This is an optimization exercise on Yosys and OpenROAD, whose aim is small area, not a production implementation. Only simulation tests tie the RTL to the original design; equivalence was not proved. Power is estimated from default activity; no workload was simulated.

==> design/flow/run.sh <==
#!/bin/bash
# synth_recipe.tcl (not shown) runs the flow's synth.tcl, then flattens the netlist and writes it again
# the make line also repeats each setting of config.mk as NAME=value (left out here)
make -C /OpenROAD-flow-scripts/flow DESIGN_CONFIG=/design/flow/config.mk WORK_HOME=/design/flow/orfs CLKGATE_MAP_FILE= SYNTH_SCRIPT=/design/flow/synth_recipe.tcl finish
==> design/flow/config.mk <==
export PLATFORM = sky130hd
export DESIGN_NAME = wb_biquad_coeff_loader
export DESIGN_NICKNAME = wb_biquad_coeff_loader
export VERILOG_FILES = /design/flow/design.v
export SDC_FILE = /design/flow/constraint.sdc
export NUM_CORES = 4
export LEC_CHECK = 0
export CAP_MARGIN = 20
export CORE_MARGIN = 2
export CORE_UTILIZATION = 45
export SLEW_MARGIN = 20
==> design/flow/constraint.sdc <==
create_clock -name core_clock -period 8.0 [get_ports {wb_clk_i}]
set_input_delay 1.6000 -clock core_clock [delete_from_list [all_inputs] [get_ports {wb_clk_i}]]
set_output_delay 1.6000 -clock core_clock [all_outputs]
set_load 0.01 [all_outputs]
==> design/flow/design.v <==
`default_nettype none
package biquad_pkg;
    typedef enum logic [1:0] {
        ST_IDLE      = 2'd0,
        ST_FETCH     = 2'd1,
        ST_NEXT      = 2'd2,
        ST_WAIT_SWAP = 2'd3
    } loader_state_t;
    localparam int B0 = 0;
    localparam int B1 = 1;
    localparam int B2 = 2;
    localparam int A1 = 3;
    localparam int A2 = 4;
    localparam int DEFAULT_TIMEOUT = 255;
endpackage
`default_nettype wire
`default_nettype none
module biquad_coeff_bank #(
    parameter int  DATA_W = 64,
    parameter int  N_SECT = 4,
    parameter int  N_COEF = 5,
    localparam int SECT_W = (N_SECT > 1) ? $clog2(N_SECT) : 1,
    localparam int IDX_W  = (N_COEF > 1) ? $clog2(N_COEF) : 1
) (
    input  logic              clk,
    input  logic              rst,
    input  logic              i_wr_en,
    input  logic [DATA_W-1:0] i_wr_dat,
    input  logic              i_swap,
    input  logic [SECT_W-1:0] i_rd_sect,
    input  logic [IDX_W-1:0]  i_rd_idx,
    output logic [DATA_W-1:0] o_rd_dat
);
    localparam int c_N_WORDS = N_SECT * N_COEF;
    logic [DATA_W-1:0] r_shadow [c_N_WORDS];
    logic [DATA_W-1:0] r_active [c_N_WORDS];
    logic [SECT_W-1:0] r_rd_sect;
    logic [IDX_W-1:0]  r_rd_idx;
    logic              r_valid;
    always_ff @(posedge clk) begin
        if (i_wr_en) begin
            for (int i = 0; i < c_N_WORDS - 1; i++) begin
                r_shadow[i] <= r_shadow[i+1];
            end
            r_shadow[c_N_WORDS-1] <= i_wr_dat;
        end
        if (i_swap) begin
            for (int i = 0; i < c_N_WORDS; i++) begin
                r_active[i] <= r_shadow[i];
            end
        end
        r_rd_sect <= i_rd_sect;
        r_rd_idx  <= i_rd_idx;
    end
    always_ff @(posedge clk or posedge rst) begin
        if (rst) begin
            r_valid <= 1'b0;
        end else if (i_swap) begin
            r_valid <= 1'b1;
        end
    end
    logic [c_N_WORDS-1:0] w_sel;
    always_comb begin
        for (int s = 0; s < N_SECT; s++) begin
            for (int c = 0; c < N_COEF; c++) begin
                w_sel[s*N_COEF + c] = r_valid && r_rd_sect == SECT_W'(s) && r_rd_idx == IDX_W'(c);
            end
        end
    end
    always_comb begin
        o_rd_dat = '0;
        for (int i = 0; i < c_N_WORDS; i++) begin
            o_rd_dat = o_rd_dat | (r_active[i] & {DATA_W{w_sel[i]}});
        end
    end
endmodule
`default_nettype wire
`default_nettype none
module wb_biquad_coeff_loader #(
    parameter int  DATA_W  = 64,
    parameter int  ADDR_W  = 9,
    parameter int  N_SECT  = 4,
    parameter int  N_COEF  = 5,
    parameter int  TIMEOUT = biquad_pkg::DEFAULT_TIMEOUT,
    localparam int SECT_W  = (N_SECT > 1) ? $clog2(N_SECT) : 1,
    localparam int IDX_W   = (N_COEF > 1) ? $clog2(N_COEF) : 1
) (
    input  logic              wb_clk_i,
    input  logic              wb_rst_i,
    output logic              coeff_wbm_cyc_o,
    output logic              coeff_wbm_stb_o,
    output logic [ADDR_W-1:0] coeff_wbm_adr_o,
    input  logic [DATA_W-1:0] coeff_wbm_dat_i,
    input  logic              coeff_wbm_ack_i,
    input  logic [ADDR_W-1:0] base_adr_i,
    input  logic              load_i,
    input  logic              sample_stb_i,
    input  logic [SECT_W-1:0] rd_sect_i,
    input  logic [IDX_W-1:0]  rd_idx_i,
    output logic [DATA_W-1:0] rd_dat_o,
    output logic              busy_o,
    output logic              done_o,
    output logic              err_o
);
    localparam int c_N_WORDS = N_SECT * N_COEF;
    localparam int W_W   = $clog2(c_N_WORDS);
    localparam int TMO_W = (TIMEOUT > 1) ? $clog2(TIMEOUT) : 1;
    localparam logic [W_W-1:0]   c_LAST_W   = W_W'(c_N_WORDS - 1);
    localparam logic [TMO_W-1:0] c_TMO_LAST = TMO_W'(TIMEOUT - 1);
    biquad_pkg::loader_state_t r_state;
    logic [ADDR_W-1:0] r_adr;
    logic [W_W-1:0]    r_w;
    logic [TMO_W-1:0]  r_tmo;
    logic              r_done;
    logic              r_err;
    logic              w_start;
    logic              w_wr_en;
    logic              w_abort;
    logic              w_swap;
    assign w_start = (r_state == biquad_pkg::ST_IDLE) && load_i;
    assign w_wr_en = (r_state == biquad_pkg::ST_FETCH) && coeff_wbm_ack_i;
    assign w_abort = (r_state == biquad_pkg::ST_FETCH) && !coeff_wbm_ack_i && (r_tmo == c_TMO_LAST);
    assign w_swap  = (r_state == biquad_pkg::ST_WAIT_SWAP) && sample_stb_i;
    always_ff @(posedge wb_clk_i or posedge wb_rst_i) begin
        if (wb_rst_i) begin
            r_state <= biquad_pkg::ST_IDLE;
            r_done  <= 1'b0;
            r_err   <= 1'b0;
        end else begin
            r_done <= w_swap;
            if (w_start) begin
                r_err <= 1'b0;
            end
            if (w_abort) begin
                r_err <= 1'b1;
            end
            case (r_state)
                biquad_pkg::ST_IDLE:
                    if (load_i) r_state <= biquad_pkg::ST_FETCH;
                biquad_pkg::ST_FETCH:
                    if (coeff_wbm_ack_i) r_state <= biquad_pkg::ST_NEXT;
                    else if (w_abort)    r_state <= biquad_pkg::ST_IDLE;
                biquad_pkg::ST_NEXT:
                    r_state <= (r_w == c_LAST_W) ? biquad_pkg::ST_WAIT_SWAP : biquad_pkg::ST_FETCH;
                default:
                    if (sample_stb_i) r_state <= biquad_pkg::ST_IDLE;
            endcase
        end
    end
    always_ff @(posedge wb_clk_i) begin
        if (w_start) begin
            r_adr <= base_adr_i;
            r_w   <= '0;
            r_tmo <= '0;
        end else begin
            if (r_state == biquad_pkg::ST_FETCH) begin
                r_tmo <= coeff_wbm_ack_i ? '0 : r_tmo + TMO_W'(1);
            end
            if (r_state == biquad_pkg::ST_NEXT) begin
                r_w   <= r_w + W_W'(1);
                r_adr <= r_adr + ADDR_W'(1);
            end
        end
    end
    biquad_coeff_bank #(
        .DATA_W (DATA_W),
        .N_SECT (N_SECT),
        .N_COEF (N_COEF)
    ) u_bank (
        .clk       (wb_clk_i),
        .rst       (wb_rst_i),
        .i_wr_en   (w_wr_en),
        .i_wr_dat  (coeff_wbm_dat_i),
        .i_swap    (w_swap),
        .i_rd_sect (rd_sect_i),
        .i_rd_idx  (rd_idx_i),
        .o_rd_dat  (rd_dat_o)
    );
    assign coeff_wbm_adr_o = r_adr;
    assign coeff_wbm_cyc_o = (r_state == biquad_pkg::ST_FETCH);
    assign coeff_wbm_stb_o = (r_state == biquad_pkg::ST_FETCH);
    assign busy_o          = (r_state != biquad_pkg::ST_IDLE);
    assign done_o          = r_done;
    assign err_o           = r_err;
endmodule
`default_nettype wire
==> results of run 1 <==
critical path: cells and delay by family (launching register included):
family	cells	cell delay [ns]
buf+inv	2	0.98
simple gates	5	2.51
flops	1	0.99
sequential cells by signal, indices dropped and copies added (netlist names), 2 cells and up:
signal,cells
u_bank.r_active,1280
u_bank.r_shadow,1280
r_adr,9
r_tmo,8
r_w,5
u_bank.r_rd_idx,3
r_state,2
u_bank.r_rd_sect,2
layer usage:
| layer | share of wire, % | up-vias | routed length, um |
|---|---|---|---|
| met3 | 7.7 | 318 | 15300 |
| met2 | 47 | 1748 | 94200 |
| met5 | 0 | - | 0 |
| li1 | - | 17100 | - |
| met1 | 42 | 21200 | 84800 |
| met4 | 2.9 | 0 | 5730 |
final timing paths:
kind | end | depth (start not counted) | startpoint
setup reg to reg | u_bank.r_shadow[19][49]$_DFFE_PP_ | 5 | r_state[1]$_DFFE_PP0P_
hold reg to reg | u_bank.r_active[0][24]$_DFFE_PP_ | 0 | u_bank.r_shadow[0][24]$_DFFE_PP_
max in group asynchronous | r_done$_DFF_PP0_ | 2 | wb_rst_i
min in group asynchronous | u_bank.r_valid$_DFFE_PP0P_ | 2 | wb_rst_i
setup / recovery | rd_dat_o[50] | 7 | u_bank.r_valid$_DFFE_PP0P_
hold / removal | u_bank.r_active[0][24]$_DFFE_PP_ | 0 | u_bank.r_shadow[0][24]$_DFFE_PP_
power by group through the flow:
stage          registers (mW)  logic (mW)  clock network [mW]
3_3_place_gp             19.9        2.69                   0
2_1_floorplan            20.5        1.49                   0
6_report                 19.7        2.66                11.9
3_5_place_dp             19.9        2.72                   0
5_1_grt                  19.9        2.88                12.7
4_1_cts                  19.7        2.72                12.1
cell families after synthesis:
kind of cell,count (synthesis)
AOI/OAI and AO/OA,587
xor gates and xnor gates,17
adders and majority gates,4
buffers and inverters,161
DFF,2592
muxes,180
and+or+nand+nor,411
cells in the final DEF, fill, tap and decap left out, drive strengths merged, types with 41 or more instances in the layout:
cell type / n
nand2: 74
mux2i: 112
o21ai: 41
a21oi: 41
edfxtp: 2569
clkbuf: 355
buf: 105
nor2: 97
mux2: 68
a22o: 69
a221oi: 68
and3: 51
clkdlybuf4s50: 160
nand4: 51
a22oi: 239
clkinv: 88
area by class of cell:
type                       count  share of cell area, %
sequential                  2592                   76.9
multi-input combinational   1199                   9.04
clock buffer                 355                   7.41
tap                         2526                   3.13
timing repair buffer         265                   2.66
clock inverter               108                  0.820
inverter                       5                 0.0186
antenna                        6                 0.0149
per-stage QoR:
stage,TNS (ns),utilization (%),hold slack [ns],std cells,setup WS [ns]
final,0,52.4,0.371,7056,1.01
after global placement,0,48.1,0.400,6587,1.98
after detailed placement,0,48.1,0.405,6587,1.94
after CTS,0,52.4,0.361,7050,0.950
after floorplan,-7556.06,-,0.400,3952,-3.30
after global routing,0,52.4,0.369,7055,0.891
==> out/results.ini, run 1 <==
[status]
status=timing/DRC/antenna clean

[cells_and_area]
area.growth.synth_to_final_pct=15.4
final_net_count=4428
stdcell_area_sq_um=101000
multi_input_area_sq_um=9130
area.sequential_sq_um=77600
fillers=14700
drive_above_1_share_pct=12.8

[synth]
synth_top_family_by_area=compound AO/OA/AOI/OAI gates
synth-async-reset-ratio_pct=0.193
synth_compound_area_share_pct=5.20
yosys_warnings=4
ys_ff_latch=2592
yosysSeqAreaShare_pct=88.7
netlist.area_leader.share_pct=88.2
synth.net_count=4039
synth.cell_area_sq_um=87500
yosysTopAreaCell=edfxtp_1
syn_inst=3952
synth-xor-area-share_pct=0.170
synthMostInstantiatedCell=edfxtp_1
yosys.area_share.simple_pct=2.63
synth_ff_type=edfxtp_1
synth_commonest_cells=edfxtp_1, a22oi_1, mux2i_1
syn_area_per_cell_sq_um=22.1
synth-adder-area-share_pct=0.0572
synthTopCellsByArea=edfxtp_1, a22oi_1, mux2i_1
netlist-cell-type-count=73
synth-edff-count=2569
synth_mux_area_share_pct=2.16

[placed_design]
dpl.hpwl_um=112000
placed_area_sq_um=92600
place.port_buffers=160
gp_congestion=0.785

[routing]
firstDrtPassIters=6
ant_nets=0
dr_total_vias=40300
drt-vias-per-instance=5.72
drc=0
wirelength_um=200000
drt_iter0_drc=5202
wl_per_cell_um=28.4

[power]
ir_worst_vdd_v=0.000197
power_density_nw_per_um2=340
pwr-share-seq_pct=57.5
netSwitchingFraction_pct=23.5
p_total_mw=34.3
switching_power_mw=8.04
pwr-share-clk_pct=34.7
p_int_mw=26.2
combPwrFrac_pct=7.7
power.leakage_nw=32.3

[clocking]
cts_tree=built
clock_latency_ns=0.92
cts_hold_buf=0
clk_path_buf_depth=4
post_cts_buffers=0
htree_levels=5
clock-sinks=2592
cts_root_buffer=clkbuf_16
cts_buffers=278
clkSlewWorstSetupHoldPaths_ns=0.07
cts_resized=0

[timing]
max_freq_mhz=143
rsz0062_at_grt=no
relSlewSlack_pct=18.7
final-hold-violation-count=0
period_minus_slack_ns=6.99
worst_pin_slew_ns=1.22
setup_viol=0
fin_skew_ns=0.0647
report.final.slew_viol_count=0
fin_crit_sh_pct=87.4

[global_routing]
use_met1_pct=28.1
met3_usage_pct=4.26
grt_max_degree=176
grt_pass1_wl_um=282000
antenna_found_initial=8
track_usage_pct=19.9
grtUsageMet2_pct=30.9
busiest_layer=met2
first_global_vias=39900
grt_overflow_total=0

[flow_run]
cap_viol_max_count=0

[setup_path]
worstSetupPathType=register to primary output
reg2reg_slack_ns=4.84
path_max_fanout=26
crit_arrival_ns=5.39
critPathLaunchType=register
slowest_stage=or4b_2
endpoint_kind=primary output
cp_cell_sequence=or4b_2 -> nor2_8 -> buf_4 -> nand2_1 -> and4_1 -> nand3_1 -> clkdlybuf4s50_1
cp.required_ns=6.40
worst_path_largest_cell_delay_ns=1.08

[floorplanning]
std_cell_rows=161
die_x_um=445
core_area_sq_um=193000
die_h_um=445
start_util_pct=45.4
io_pins=161
die_area_sq_um=198000

[min_path]
hold_path.class=register to register

==> run 2: changes to the inputs <==
--- a/design/flow/design.v
+++ b/design/flow/design.v
@@ -36,5 +36,3 @@
     logic [DATA_W-1:0] r_active [c_N_WORDS];
-    logic [SECT_W-1:0] r_rd_sect;
-    logic [IDX_W-1:0]  r_rd_idx;
-    logic              r_valid;
+    logic [c_N_WORDS-1:0] r_sel;
     always_ff @(posedge clk) begin
@@ -51,5 +49,6 @@
         end
-        r_rd_sect <= i_rd_sect;
-        r_rd_idx  <= i_rd_idx;
     end
+    logic r_valid;
+    logic w_valid;
+    assign w_valid = r_valid | i_swap;
     always_ff @(posedge clk or posedge rst) begin
@@ -57,11 +56,9 @@
             r_valid <= 1'b0;
-        end else if (i_swap) begin
-            r_valid <= 1'b1;
-        end
-    end
-    logic [c_N_WORDS-1:0] w_sel;
-    always_comb begin
-        for (int s = 0; s < N_SECT; s++) begin
-            for (int c = 0; c < N_COEF; c++) begin
-                w_sel[s*N_COEF + c] = r_valid && r_rd_sect == SECT_W'(s) && r_rd_idx == IDX_W'(c);
+            r_sel   <= '0;
+        end else begin
+            r_valid <= w_valid;
+            for (int s = 0; s < N_SECT; s++) begin
+                for (int c = 0; c < N_COEF; c++) begin
+                    r_sel[s*N_COEF + c] <= w_valid && i_rd_sect == SECT_W'(s) && i_rd_idx == IDX_W'(c);
+                end
             end
@@ -72,3 +69,3 @@
         for (int i = 0; i < c_N_WORDS; i++) begin
-            o_rd_dat = o_rd_dat | (r_active[i] & {DATA_W{w_sel[i]}});
+            o_rd_dat = o_rd_dat | (r_active[i] & {DATA_W{r_sel[i]}});
         end
--- a/design/flow/config.mk
+++ b/design/flow/config.mk
@@ -10,2 +10,4 @@
 export CORE_UTILIZATION = 45
+export CTS_BUF_LIST = sky130_fd_sc_hd__clkbuf_8
+export CTS_CLUSTER_SIZE = 30
 export SLEW_MARGIN = 20
==> out/results.ini, run 2 <==
[status]
status=timing/DRC/antenna clean

[clocking]
cts_hold_buf=0
cts_tree=built
clock_latency_ns=1.08
clock-sinks=2607
clkSlewWorstSetupHoldPaths_ns=0.06
cts_root_buffer=clkbuf_8
htree_levels=5
clk_path_buf_depth=4
cts_buffers=411
post_cts_buffers=0
cts_resized=0

[setup_path]
worstSetupPathType=register to primary output
endpoint_kind=primary output
cp_cell_sequence=buf_4 -> a22o_1 -> a221oi_1 -> and3_1 -> nand4_1 -> clkdlybuf4s50_1
slowest_stage=dfrtp_4
reg2reg_slack_ns=5.00
crit_arrival_ns=4.30
critPathLaunchType=register
path_max_fanout=40
worst_path_largest_cell_delay_ns=1.12
cp.required_ns=6.40

[cells_and_area]
final_common_cell=edfxtp_1
most-common-layout-cells=edfxtp_1, clkbuf_8, a22o_1, a221oi_1, clkdlybuf4s50_1
reg_top3=u_bank.r_active x1280, u_bank.r_shadow x1280, u_bank.r_sel x20
final_util_pct=51.4
drive_above_1_share_pct=12.6
fillers=14800
area.growth.synth_to_final_pct=13.3
final_net_count=4224

[global_routing]
grt_pass1_wl_um=258000
track_usage_pct=17.9
antenna_found_initial=8
grt_max_degree=182
first_global_vias=39200
grt_overflow_total=0

[power]
power.leakage_nw=31.0
ir_worst_vdd_v=0.000245
p_total_mw=32.4
power_density_nw_per_um2=332

[synth]
synth-edff-count=2569
syn_area_per_cell_sq_um=23.5
synth_commonest_cells=edfxtp_1, a221oi_1, a22o_1
synth-async-reset-ratio_pct=0.959
synthTopCellsByArea=edfxtp_1, a221oi_1, a22o_1
syn_inst=3661
yosysTopAreaCell=edfxtp_1
netlist-cell-type-count=36
synthMostInstantiatedCell=edfxtp_1
yosys_warnings=4
netlist.area_leader.share_pct=89.5
synth.cell_area_sq_um=86200
synth_ff_type=edfxtp_1
yosysSeqAreaShare_pct=90.6
ys_ff_latch=2607
synth.net_count=3748

[placed_design]
dpl.hpwl_um=87300
gp_congestion=0.742
pre_cts_slack_ns=3.17
place.port_buffers=160

[routing]
ant_nets=0
drt_iter0_drc=4388
drc=0
wirelength_um=179000
dr_total_vias=38700
firstDrtPassIters=5
wl_per_cell_um=25.9
drt-vias-per-instance=5.57

[floorplanning]
std_cell_rows=160
die_x_um=442
die_h_um=442
io_pins=161
core_area_sq_um=190000
start_util_pct=45.3
die_area_sq_um=195000

[timing]
fin_skew_ns=0.0845
max_freq_mhz=170
fin_ws_ns=2.10
period_minus_slack_ns=5.90
rsz0062_at_grt=no
report.final.slew_viol_count=0
final-hold-violation-count=0
setup_viol=0
worst_pin_slew_ns=1.18
fin_crit_sh_pct=73.7
relSlewSlack_pct=21.1
setup_tns_ns=0
fin_hold_ws_ns=0.362

[min_path]
hold_path.class=register to register

[flow_run]
cap_viol_max_count=0

## run 2: changes by cell type in the layout (fill, tap and decap cells not counted), moves of 37 or more
cell       delta
a21oi_1      -37
a221oi_1    +190
a22o_1      +187
a22oi_1     -111
buf_4        -50
clkbuf_1     -66
clkbuf_16   -289
clkbuf_8    +420
clkinv_1     +46
inv_1       +130
mux2_2       -63
mux2i_1     -111
nand2_1      -55
## run 2: kinds of logic (layout without fill, tap and decap cells)
kind of cell    Yosys count  count (layout)  share of synthesized area [%]
xor+xnor                 16              16                          0.163
simple gates            223             223                           1.45
buf+inv                 151             913                           1.33
other cells               0               2                              0
fa+ha+maj                 4               4                         0.0581
compound gates          658             658                           6.43
flops                  2607            2607                           90.6
mux                       2               2                         0.0247
## run 2: worst paths after layout
| path | endpoint | cells past startpoint | from |
|---|---|---|---|
| worst min register to register | u_bank.r_shadow[2][8]$_DFFE_PP_ | 0 | u_bank.r_shadow[3][8]$_DFFE_PP_ |
| worst max-delay path | rd_dat_o[59] | 6 | u_bank.r_sel[4]$_DFF_PP0_ |
| worst min-delay path | u_bank.r_shadow[2][8]$_DFFE_PP_ | 0 | u_bank.r_shadow[3][8]$_DFFE_PP_ |
| max in group asynchronous | u_bank.r_sel[18]$_DFF_PP0_ | 2 | wb_rst_i |
| worst max register to register | u_bank.r_shadow[11][34]$_DFFE_PP_ | 4 | r_state[0]$_DFFE_PP0P_ |
| min in group asynchronous | r_state[0]$_DFFE_PP0P_ | 2 | wb_rst_i |
## run 2: critical path, delay by kind of cell (launching register included)
kind | cells | cell delay (ns)
AOI/OAI and AO/OA | 2 | 0.30
buffers and inverters | 2 | 1.30
and+or+nand+nor | 2 | 0.51
DFF | 1 | 1.12
## run 2: routing by layer
metal	vias to the layer above	global-route usage, %	part of all wire, %
met5	-	0	0.023
met2	1642	26.9	46
met4	6	5.71	2.3
met3	305	3.85	7.4
met1	20200	26.3	44
li1	16500	-	-
## run 2: layout make-up
| class | count | area (sq um) | area share, % |
|---|---|---|---|
| tap | 2511 | 3140 | 3.22 |
| clock inverter | 279 | 1410 | 1.44 |
| timing repair buffer | 209 | 2190 | 2.25 |
| sequential | 2607 | 78100 | 80.0 |
| antenna | 2 | 5.00 | 0.00512 |
| inverter | 5 | 18.8 | 0.0192 |
| clock buffer | 420 | 5780 | 5.92 |
| multi-input combinational | 903 | 7020 | 7.18 |
## run 2: power by group
part / internal (mW) / switching, mW
registers: 18.9 / 1.16
logic: 0.533 / 1.78
clock network: 5.16 / 4.89
## run 2: stage by stage
step	std cells	instance area [sq um]
global route	6935	97700
detailed placement	6235	90500
CTS	6934	97700
global placement	6235	90500
finish	6936	97700
floorplan	3661	86200
==> run 3: changes to the inputs <==
--- a/design/flow/config.mk
+++ b/design/flow/config.mk
@@ -11,3 +11,4 @@
 export CTS_BUF_LIST = sky130_fd_sc_hd__clkbuf_8
-export CTS_CLUSTER_SIZE = 30
+export CTS_CLUSTER_DIAMETER = 60
+export CTS_CLUSTER_SIZE = 18
 export SLEW_MARGIN = 20
==> out/results.ini, run 3 <==
[timing]
worst_pin_slew_ns=1.17
fin_crit_sh_pct=72.8
period_minus_slack_ns=5.83
fin_ws_ns=2.17
rsz0062_at_grt=no
fin_hold_ws_ns=0.400
setup_viol=0
relSlewSlack_pct=22.1
report.final.slew_viol_count=0
max_freq_mhz=172
final-hold-violation-count=0
setup_tns_ns=0
fin_skew_ns=0.0504

[floorplanning]
die_x_um=442
start_util_pct=45.3
io_pins=161
std_cell_rows=160
die_area_sq_um=195000
core_area_sq_um=190000
die_h_um=442

[synth]
syn_area_per_cell_sq_um=23.5
yosysSeqAreaShare_pct=90.6
synth_ff_type=edfxtp_1
synth.net_count=3748
synth-xor-area-share_pct=0.163
synth-edff-count=2569
synth_compound_area_share_pct=6.43
synth_mux_area_share_pct=0.0247
yosysTopAreaCell=edfxtp_1
synth-async-reset-ratio_pct=0.959
synth_commonest_cells=edfxtp_1, a221oi_1, a22o_1
ys_ff_latch=2607
synthTopCellsByArea=edfxtp_1, a221oi_1, a22o_1
synth.cell_area_sq_um=86200
syn_inst=3661
netlist-cell-type-count=36
netlist.area_leader.share_pct=89.5
synthMostInstantiatedCell=edfxtp_1
synth-adder-area-share_pct=0.0581
yosys.area_share.simple_pct=1.45
yosys_warnings=4
synth_top_family_by_area=compound AO/OA/AOI/OAI gates

[cells_and_area]
final_util_pct=49.2
most-common-layout-cells=edfxtp_1, a22o_1, a221oi_1
drive_above_1_share_pct=7.55
reg_top3=u_bank.r_active x1280, u_bank.r_shadow x1280, u_bank.r_sel x20
final_net_count=3988
final_common_cell=edfxtp_1
stdcell_area_sq_um=93600
area.growth.synth_to_final_pct=8.64

[clocking]
clock-sinks=2607
cts_buffers=175
cts_resized=0
post_cts_buffers=0
clock_latency_ns=0.98
cts_tree=built
clk_path_buf_depth=3
clkSlewWorstSetupHoldPaths_ns=0.11
htree_levels=4
cts_root_buffer=clkbuf_8
cts_hold_buf=0

[global_routing]
grt_overflow_total=0
antenna_found_initial=8
first_global_vias=36600
grt_max_degree=182
grt_pass1_wl_um=250000
track_usage_pct=17.4

[power]
ir_worst_vdd_v=0.000186
power_density_nw_per_um2=307
power.leakage_nw=28.5

[placed_design]
gp_congestion=0.742
dpl.hpwl_um=87300
placed_area_sq_um=90500
pre_cts_slack_ns=3.17
place.port_buffers=160

[setup_path]
crit_cells=6
cpLargestDelayFamily=buffers and inverters
reg2reg_slack_ns=5.05
worst_r2r_path_depth=4
worstSetupPathType=register to primary output
cp_num_buf_inv=2
path_max_fanout=37
worst_path_largest_cell_delay_ns=1.07
endpoint_kind=primary output
cp.required_ns=6.40
r2r-start=r_state[0]$_DFFE_PP0P_
crit_end=rd_dat_o[50]
r2r_end=u_bank.r_shadow[9][34]$_DFFE_PP_
critPathLaunchType=register
crit_arrival_ns=4.23
slowest_stage=dfrtp_4
crit_start=u_bank.r_sel[0]$_DFF_PP0_
cp_cell_sequence=buf_4 -> a22o_1 -> a221oi_1 -> and3_1 -> nand4_1 -> clkdlybuf4s50_1

[routing]
drt_iter0_drc=4680
firstDrtPassIters=5
wl_per_cell_um=26.9
drt-vias-per-instance=5.70
wirelength_um=175000
ant_nets=0
drc=0
dr_total_vias=37000

[status]
status=timing/DRC/antenna clean

[flow_run]
cap_viol_max_count=0

[min_path]
hold_path.class=register to register

[run 3: cell types whose count changed in the layout (fill, tap and decap cells not counted)]
cell	previous run	this run
bufinv_16	10	7
clkbuf_8	420	180
clkinv_1	92	6
clkinv_2	37	5
clkinv_4	2	1
clkinv_8	0	5
clkinvlp_4	6	8
diode_2	2	3
inv_1	135	30
inv_12	1	2
inv_6	1	9
inv_8	0	4
[run 3: how the worst min path moves through the flow]
stage | slack (ns) | to | start | cells after the start
final | 0.40 | u_bank.r_active[0][25]$_DFFE_PP_ | u_bank.r_shadow[0][25]$_DFFE_PP_ | 0
after CTS | 0.40 | u_bank.r_active[0][25]$_DFFE_PP_ | u_bank.r_shadow[0][25]$_DFFE_PP_ | 0
after global placement | 0.40 | u_bank.r_active[0][6]$_DFFE_PP_ | u_bank.r_shadow[0][6]$_DFFE_PP_ | 0
after global routing | 0.41 | u_bank.r_active[0][3]$_DFFE_PP_ | u_bank.r_shadow[0][3]$_DFFE_PP_ | 0
after detailed placement | 0.41 | u_bank.r_active[0][53]$_DFFE_PP_ | u_bank.r_shadow[0][53]$_DFFE_PP_ | 0
after floorplan | 0.40 | u_bank.r_active[0][0]$_DFFE_PP_ | u_bank.r_shadow[0][0]$_DFFE_PP_ | 0
[run 3: power breakdown]
part	internal, mW	leakage (nW)	switching (mW)	total [mW]
registers	18.8	24.0	1.15	20.0
clock network	2.36	1.68	4.06	6.41
logic	0.533	2.80	1.77	2.30
[run 3: cell type report]
type	instances	area (sq um)
fill	15100	96600
sequential	2607	78100
multi-input combinational	903	7020
tap	2511	3140
clock buffer	180	2480
timing repair buffer	209	2190
clock inverter	72	658
inverter	5	18.8
antenna	3	7.51
[run 3: kinds of logic (layout without fill, tap and decap cells)]
kind of cell | Yosys count | count (layout)
buffers and inverters | 151 | 466
and+or+nand+nor | 223 | 223
other | 0 | 3
AOI/OAI and AO/OA | 658 | 658
adders and majority gates | 4 | 4
xor gates and xnor gates | 16 | 16
muxes | 2 | 2
DFF | 2607 | 2607
[run 3: layer usage]
layer  GRT usage (%)  wire, um
met1            26.1     78400
met4            4.73      3790
met3            2.85     11300
met5               0        34
met2            26.7     81200
[run 3: through the flow]
stage / cells / power [mW]
2_1_floorplan: 3661 / 22.2
3_3_place_gp: 6235 / 22.5
3_5_place_dp: 6235 / 22.6
4_1_cts: 6487 / 29.0
5_1_grt: 6489 / 29.8
6_report: 6490 / 28.7
==> run 4: changes to the inputs <==
--- a/design/flow/config.mk
+++ b/design/flow/config.mk
@@ -9,6 +9,4 @@
 export CORE_MARGIN = 2
-export CORE_UTILIZATION = 45
-export CTS_BUF_LIST = sky130_fd_sc_hd__clkbuf_8
-export CTS_CLUSTER_DIAMETER = 60
-export CTS_CLUSTER_SIZE = 18
+export CORE_UTILIZATION = 65
+export CTS_BUF_LIST = sky130_fd_sc_hd__clkbuf_4 sky130_fd_sc_hd__clkbuf_8
 export SLEW_MARGIN = 20
==> out/results.ini, run 4 <==
[clocking]
clkSlewWorstSetupHoldPaths_ns=0.06
cts_root_buffer=clkbuf_8
clock_latency_ns=1.00
cts_hold_buf=0
htree_levels=5
cts_tree=built
clock-sinks=2607
cts_buffers=401
clk_path_buf_depth=4
cts_resized=0
post_cts_buffers=0

[timing]
setup_viol=0
final-hold-violation-count=0
period_minus_slack_ns=5.86
worst_pin_slew_ns=1.21
rsz0062_at_grt=no
fin_skew_ns=0.0428
fin_crit_sh_pct=73.2
relSlewSlack_pct=19.1
max_freq_mhz=171
setup_tns_ns=0
report.final.slew_viol_count=0

[global_routing]
first_global_vias=39500
grt_pass1_wl_um=254000
grt_max_degree=196
track_usage_pct=26.0
antenna_found_initial=3
grt_overflow_total=0

[power]
power.leakage_nw=30.9
p_total_mw=32.9
ir_worst_vdd_v=0.000254
combPwrFrac_pct=6.9
switching_power_mw=7.75
pwr-share-seq_pct=61.0
pwr-share-clk_pct=32.1
power_density_nw_per_um2=339
netSwitchingFraction_pct=23.6
p_int_mw=25.1

[routing]
wirelength_um=177000
firstDrtPassIters=9
wl_per_cell_um=28.6
ant_nets=0
dr_total_vias=39000
drt-vias-per-instance=6.31
drt_iter0_drc=5027
drc=0

[synth]
yosys_warnings=4
synthTopCellsByArea=edfxtp_1, a221oi_1, a22o_1
synthMostInstantiatedCell=edfxtp_1
syn_inst=3661
yosysSeqAreaShare_pct=90.6
netlist.area_leader.share_pct=89.5
synth.cell_area_sq_um=86200
ys_ff_latch=2607
synth-edff-count=2569
synth-async-reset-ratio_pct=0.959
synth.net_count=3748
synth_commonest_cells=edfxtp_1, a221oi_1, a22o_1
syn_area_per_cell_sq_um=23.5
yosysTopAreaCell=edfxtp_1
synth_ff_type=edfxtp_1
netlist-cell-type-count=36

[setup_path]
worstSetupPathType=register to primary output
r2r_end=u_bank.r_shadow[0][42]$_DFFE_PP_
endpoint_kind=primary output
crit_arrival_ns=4.26
path_max_fanout=37
cp.required_ns=6.40
reg2reg_slack_ns=5.02
crit_start=u_bank.r_sel[0]$_DFF_PP0_
critPathLaunchType=register
worst_r2r_path_depth=4
r2r-start=r_state[0]$_DFFE_PP0P_

[min_path]
hp-start=u_bank.r_shadow[0][50]$_DFFE_PP_
hold_end=u_bank.r_active[0][50]$_DFFE_PP_
hold_path.class=register to register
whs_path_depth=0

[placed_design]
dpl.hpwl_um=86900
placed_area_sq_um=89500
place.port_buffers=160
place_inst=5482
gp_congestion=0.791

[cells_and_area]
final_common_cell=edfxtp_1
reg_top3=u_bank.r_active x1280, u_bank.r_shadow x1280, u_bank.r_sel x20
most-common-layout-cells=edfxtp_1, clkbuf_8, a22o_1, a221oi_1, clkdlybuf4s50_1
instances_no_fill=6180
stdcell_area_sq_um=97100
drive_above_1_share_pct=15.4
final_net_count=4217
area.growth.synth_to_final_pct=12.7

[floorplanning]
io_pins=161
die_area_sq_um=136000
std_cell_rows=133
start_util_pct=65.5
die_h_um=368
die_x_um=368
core_area_sq_um=131000

[flow_run]
cap_viol_max_count=0

[status]
status=timing/DRC/antenna clean

run 4: kinds of logic after synthesis:
family / share of synthesized area [%]
XOR/XNOR: 0.163
AND/OR/NAND/NOR: 1.45
buffers and inverters: 1.33
multiplexers: 0.0247
AO/OA/AOI/OAI: 6.43
flip-flops: 90.6
adder cells (fa/ha/maj): 0.0581
run 4: layer usage:
layer / share of wire, % / track usage [%] / up-vias
met5: 0.0057 / 0 / -
met1: 42 / 38.3 / 20300
met3: 8.2 / 5.32 / 355
li1: - / - / 16500
met2: 47 / 39.7 / 1867
met4: 2.7 / 8.88 / 2
run 4: critical path, stage by stage (launching register included):
cell and delay [ns]:
dfrtp_4 1.09, buf_4 0.70, a22o_1 0.25, a221oi_1 0.05
and3_1 0.26, nand4_1 0.25, clkdlybuf4s50_1 0.60
run 4: worst max path at each step:
stage / end / slack, ns
finish: rd_dat_o[61] / 2.14
global route: rd_dat_o[20] / 2.04
CTS: rd_dat_o[20] / 2.03
detailed placement: rd_dat_o[20] / 3.13
global placement: rd_dat_o[20] / 3.16
floorplan: u_bank.r_shadow[0][0]$_DFFE_PP_ / -12.94
run 4: power by group through the flow:
stage | registers (mW) | clock network [mW] | logic [mW]
CTS | 20.0 | 10.8 | 2.33
finish | 20.1 | 10.6 | 2.28
global route | 20.3 | 11.3 | 2.49
detailed placement | 20.3 | 0 | 2.34
floorplan | 20.9 | 0 | 1.27
global placement | 20.1 | 0 | 2.25
run 4: final cells by class:
| class | count | area, sq um |
|---|---|---|
| tap | 1755 | 2200 |
| clock buffer | 529 | 6520 |
| timing repair buffer | 212 | 2180 |
| sequential | 2607 | 78100 |
| fill | 7383 | 34300 |
| antenna | 2 | 5.00 |
| clock inverter | 167 | 1080 |
| inverter | 5 | 18.8 |
| multi-input combinational | 903 | 7020 |
run 4: stage by stage:
stage               setup WS [ns]  utilization (%)  hold WS, ns
detailed placement           3.13             68.1        0.405
finish                       2.14             73.9        0.413
CTS                          2.03             73.9        0.408
global placement             3.16             68.1        0.401
floorplan                  -12.94                -        0.400
global route                 2.04             73.9        0.415
==> run 5: changes to the inputs <==
--- a/design/flow/config.mk
+++ b/design/flow/config.mk
@@ -9,4 +9,6 @@
 export CORE_MARGIN = 2
-export CORE_UTILIZATION = 65
-export CTS_BUF_LIST = sky130_fd_sc_hd__clkbuf_4 sky130_fd_sc_hd__clkbuf_8
+export CORE_UTILIZATION = 45
+export CTS_BUF_LIST = sky130_fd_sc_hd__clkbuf_16
+export CTS_CLUSTER_DIAMETER = 80
+export CTS_CLUSTER_SIZE = 30
 export SLEW_MARGIN = 20
==> out/results.ini, run 5 <==
[status]
status=timing/DRC/antenna clean

[synth]
synth.net_count=3748
synth_mux_area_share_pct=0.0247
synthMostInstantiatedCell=edfxtp_1
synth.cell_area_sq_um=86200
yosys_warnings=4
netlist-cell-type-count=36
yosys.area_share.simple_pct=1.45
synthTopCellsByArea=edfxtp_1, a221oi_1, a22o_1
synth_compound_area_share_pct=6.43
synth_ff_type=edfxtp_1
synth-adder-area-share_pct=0.0581
synth-async-reset-ratio_pct=0.959
syn_inst=3661
synth_commonest_cells=edfxtp_1, a221oi_1, a22o_1
yosysSeqAreaShare_pct=90.6
synth-xor-area-share_pct=0.163
synth-edff-count=2569
synth_top_family_by_area=compound AO/OA/AOI/OAI gates
yosysTopAreaCell=edfxtp_1
ys_ff_latch=2607
netlist.area_leader.share_pct=89.5
syn_area_per_cell_sq_um=23.5

[cells_and_area]
fillers=15000
final_common_cell=edfxtp_1
instances_no_fill=6431
final_util_pct=49.5
drive_above_1_share_pct=6.58
most-common-layout-cells=edfxtp_1, a22o_1, a221oi_1
area.growth.synth_to_final_pct=9.35
reg_top3=u_bank.r_active x1280, u_bank.r_shadow x1280, u_bank.r_sel x20
final_net_count=3925
stdcell_area_sq_um=94200

[placed_design]
place_inst=6235
pre_cts_slack_ns=3.17
place.port_buffers=160
gp_congestion=0.742
placed_area_sq_um=90500
dpl.hpwl_um=87300

[power]
netSwitchingFraction_pct=24.0
p_total_mw=29.4
ir_worst_vdd_v=0.000232
combPwrFrac_pct=7.8
pwr-share-seq_pct=67.9
switching_power_mw=7.05
power_density_nw_per_um2=312
power.leakage_nw=28.7
pwr-share-clk_pct=24.3
p_int_mw=22.4

[clocking]
cts_hold_buf=0
clkSlewWorstSetupHoldPaths_ns=0.11
htree_levels=3
cts_buffers=112
clock_latency_ns=0.75
clock-sinks=2607
cts_tree=built
clk_path_buf_depth=3
post_cts_buffers=0
cts_root_buffer=clkbuf_16
cts_resized=0

[floorplanning]
die_h_um=442
die_x_um=442
die_area_sq_um=195000
io_pins=161
core_area_sq_um=190000
start_util_pct=45.3
std_cell_rows=160

[global_routing]
use_met1_pct=26.1
first_global_vias=36100
grtUsageMet2_pct=26.5
grt_overflow_total=0
antenna_found_initial=8
grt_max_degree=182
busiest_layer=met2
grt_pass1_wl_um=248000
met3_usage_pct=2.40
track_usage_pct=17.2

[timing]
setup_viol=0
fin_ws_ns=2.37
fin_crit_sh_pct=70.4
setup_tns_ns=0
fin_skew_ns=0.0292
rsz0062_at_grt=no
relSlewSlack_pct=17.1
report.final.slew_viol_count=0
final-hold-violation-count=0
fin_hold_ws_ns=0.417
period_minus_slack_ns=5.63
worst_pin_slew_ns=1.24
max_freq_mhz=178

[routing]
wl_per_cell_um=26.9
dr_total_vias=36900
ant_nets=0
wirelength_um=173000
drt-vias-per-instance=5.73
firstDrtPassIters=6
drt_iter0_drc=4613
drc=0

[min_path]
hp-start=u_bank.r_shadow[0][20]$_DFFE_PP_
hold_path.class=register to register

[setup_path]
worst_path_largest_cell_delay_ns=1.12
cpLargestDelayFamily=buffers and inverters
path_max_fanout=40
critPathLaunchType=register
worstSetupPathType=register to primary output
cp.required_ns=6.40
crit_arrival_ns=4.03
cp_cell_sequence=buf_4 -> a22o_1 -> a221oi_1 -> and3_1 -> nand4_1 -> clkdlybuf4s50_1
endpoint_kind=primary output
r2r-start=r_state[0]$_DFFE_PP0P_
cp_num_buf_inv=2
crit_start=u_bank.r_sel[4]$_DFF_PP0_
slowest_stage=dfrtp_4

[flow_run]
cap_viol_max_count=0

[run 5: cell type report]
cell class / count / area (sq um) / area share [%]
Sequential cell: 2607 / 78100 / 82.9
Multi-Input combinational cell: 903 / 7020 / 7.45
Tap cell: 2511 / 3140 / 3.33
Clock buffer: 117 / 2930 / 3.11
Timing Repair Buffer: 209 / 2190 / 2.33
Clock inverter: 78 / 821 / 0.871
Inverter: 5 / 18.8 / 0.0199
Antenna cell: 1 / 2.50 / 0.00266
[run 5: worst paths after layout]
kind | slack (ns) | cells past startpoint | end
setup reg to reg | 5.05 | 4 | u_bank.r_shadow[8][34]$_DFFE_PP_
hold reg to reg | 0.42 | 0 | u_bank.r_active[0][20]$_DFFE_PP_
max in group asynchronous | 6.19 | 2 | u_bank.r_sel[16]$_DFF_PP0_
min in group asynchronous | 1.26 | 2 | r_err$_DFFE_PP0P_
hold / removal | 0.42 | 0 | u_bank.r_active[0][20]$_DFFE_PP_
setup / recovery | 2.37 | 6 | rd_dat_o[59]
[run 5: kinds of logic (layout without fill, tap and decap cells)]
| kind of cell | Yosys count | after routing |
|---|---|---|
| other | 0 | 1 |
| buffers and inverters | 151 | 409 |
| XOR/XNOR | 16 | 16 |
| adder cells (fa/ha/maj) | 4 | 4 |
| flip-flops | 2607 | 2607 |
| AND/OR/NAND/NOR | 223 | 223 |
| multiplexers | 2 | 2 |
| AO/OA/AOI/OAI | 658 | 658 |
[run 5: worst reg2reg max path, stage by stage (launching register included)]
cell and delay, ns:
dfrtp_1 0.58, nand2_4 0.10, nor2_4 0.75, buf_4 0.52, buf_12 0.56
[run 5: power by group through the flow]
stage / clock network, mW / logic (mW) / registers (mW)
after global routing: 7.78 / 2.53 / 20.2
after global placement: 0 / 2.36 / 20.2
after CTS: 7.33 / 2.38 / 20.0
final: 7.14 / 2.30 / 20.0
after detailed placement: 0 / 2.38 / 20.3
after floorplan: 0 / 1.27 / 20.9
[run 5: layer usage]
layer	share of wire, %	up-vias
li1	-	15700
met1	45	19700
met2	46	1249
met3	6.4	212
met4	2.0	6
met5	0.020	-

-- what the ideal ports hide --
Ports are ideal in the flow. The routed layouts listed here were re-timed in OpenROAD. Step 1 assumes that a clkbuf_16 drives the clock port and a buf_2 every other input. Step 2 adds t to the input delays and takes it off the output delays; t is the mean of the earliest and latest rising clock arrival at the registers after step 1. Input paths then give back, and output paths get back, about the clock's delay inside the block. Slacks: ideal ports / drivers / drivers and shift; pairs: ideal ports / drivers.
| run | shift t [ns] | slack for setup (ns) | worst setup path at the end | clock arrival spread, ns |
|---|---|---|---|---|
| run 1 | 0.964 | 1.007 / 0.926 / 1.890 | register to output | 0.078 / 0.077 |
| run 2 | 1.094 | 2.105 / 2.033 / 3.127 | register to output | 0.107 / 0.108 |
| run 3 | 1.026 | 2.173 / 2.095 / 3.121 | register to output | 0.065 / 0.064 |
| run 4 | 1.050 | 2.140 / 2.067 / 3.117 | register to output | 0.044 / 0.044 |
| run 5 | 0.823 | 2.369 / 2.291 / 3.114 | register to output | 0.039 / 0.040 |
After both steps setup and hold are still met in every run listed.
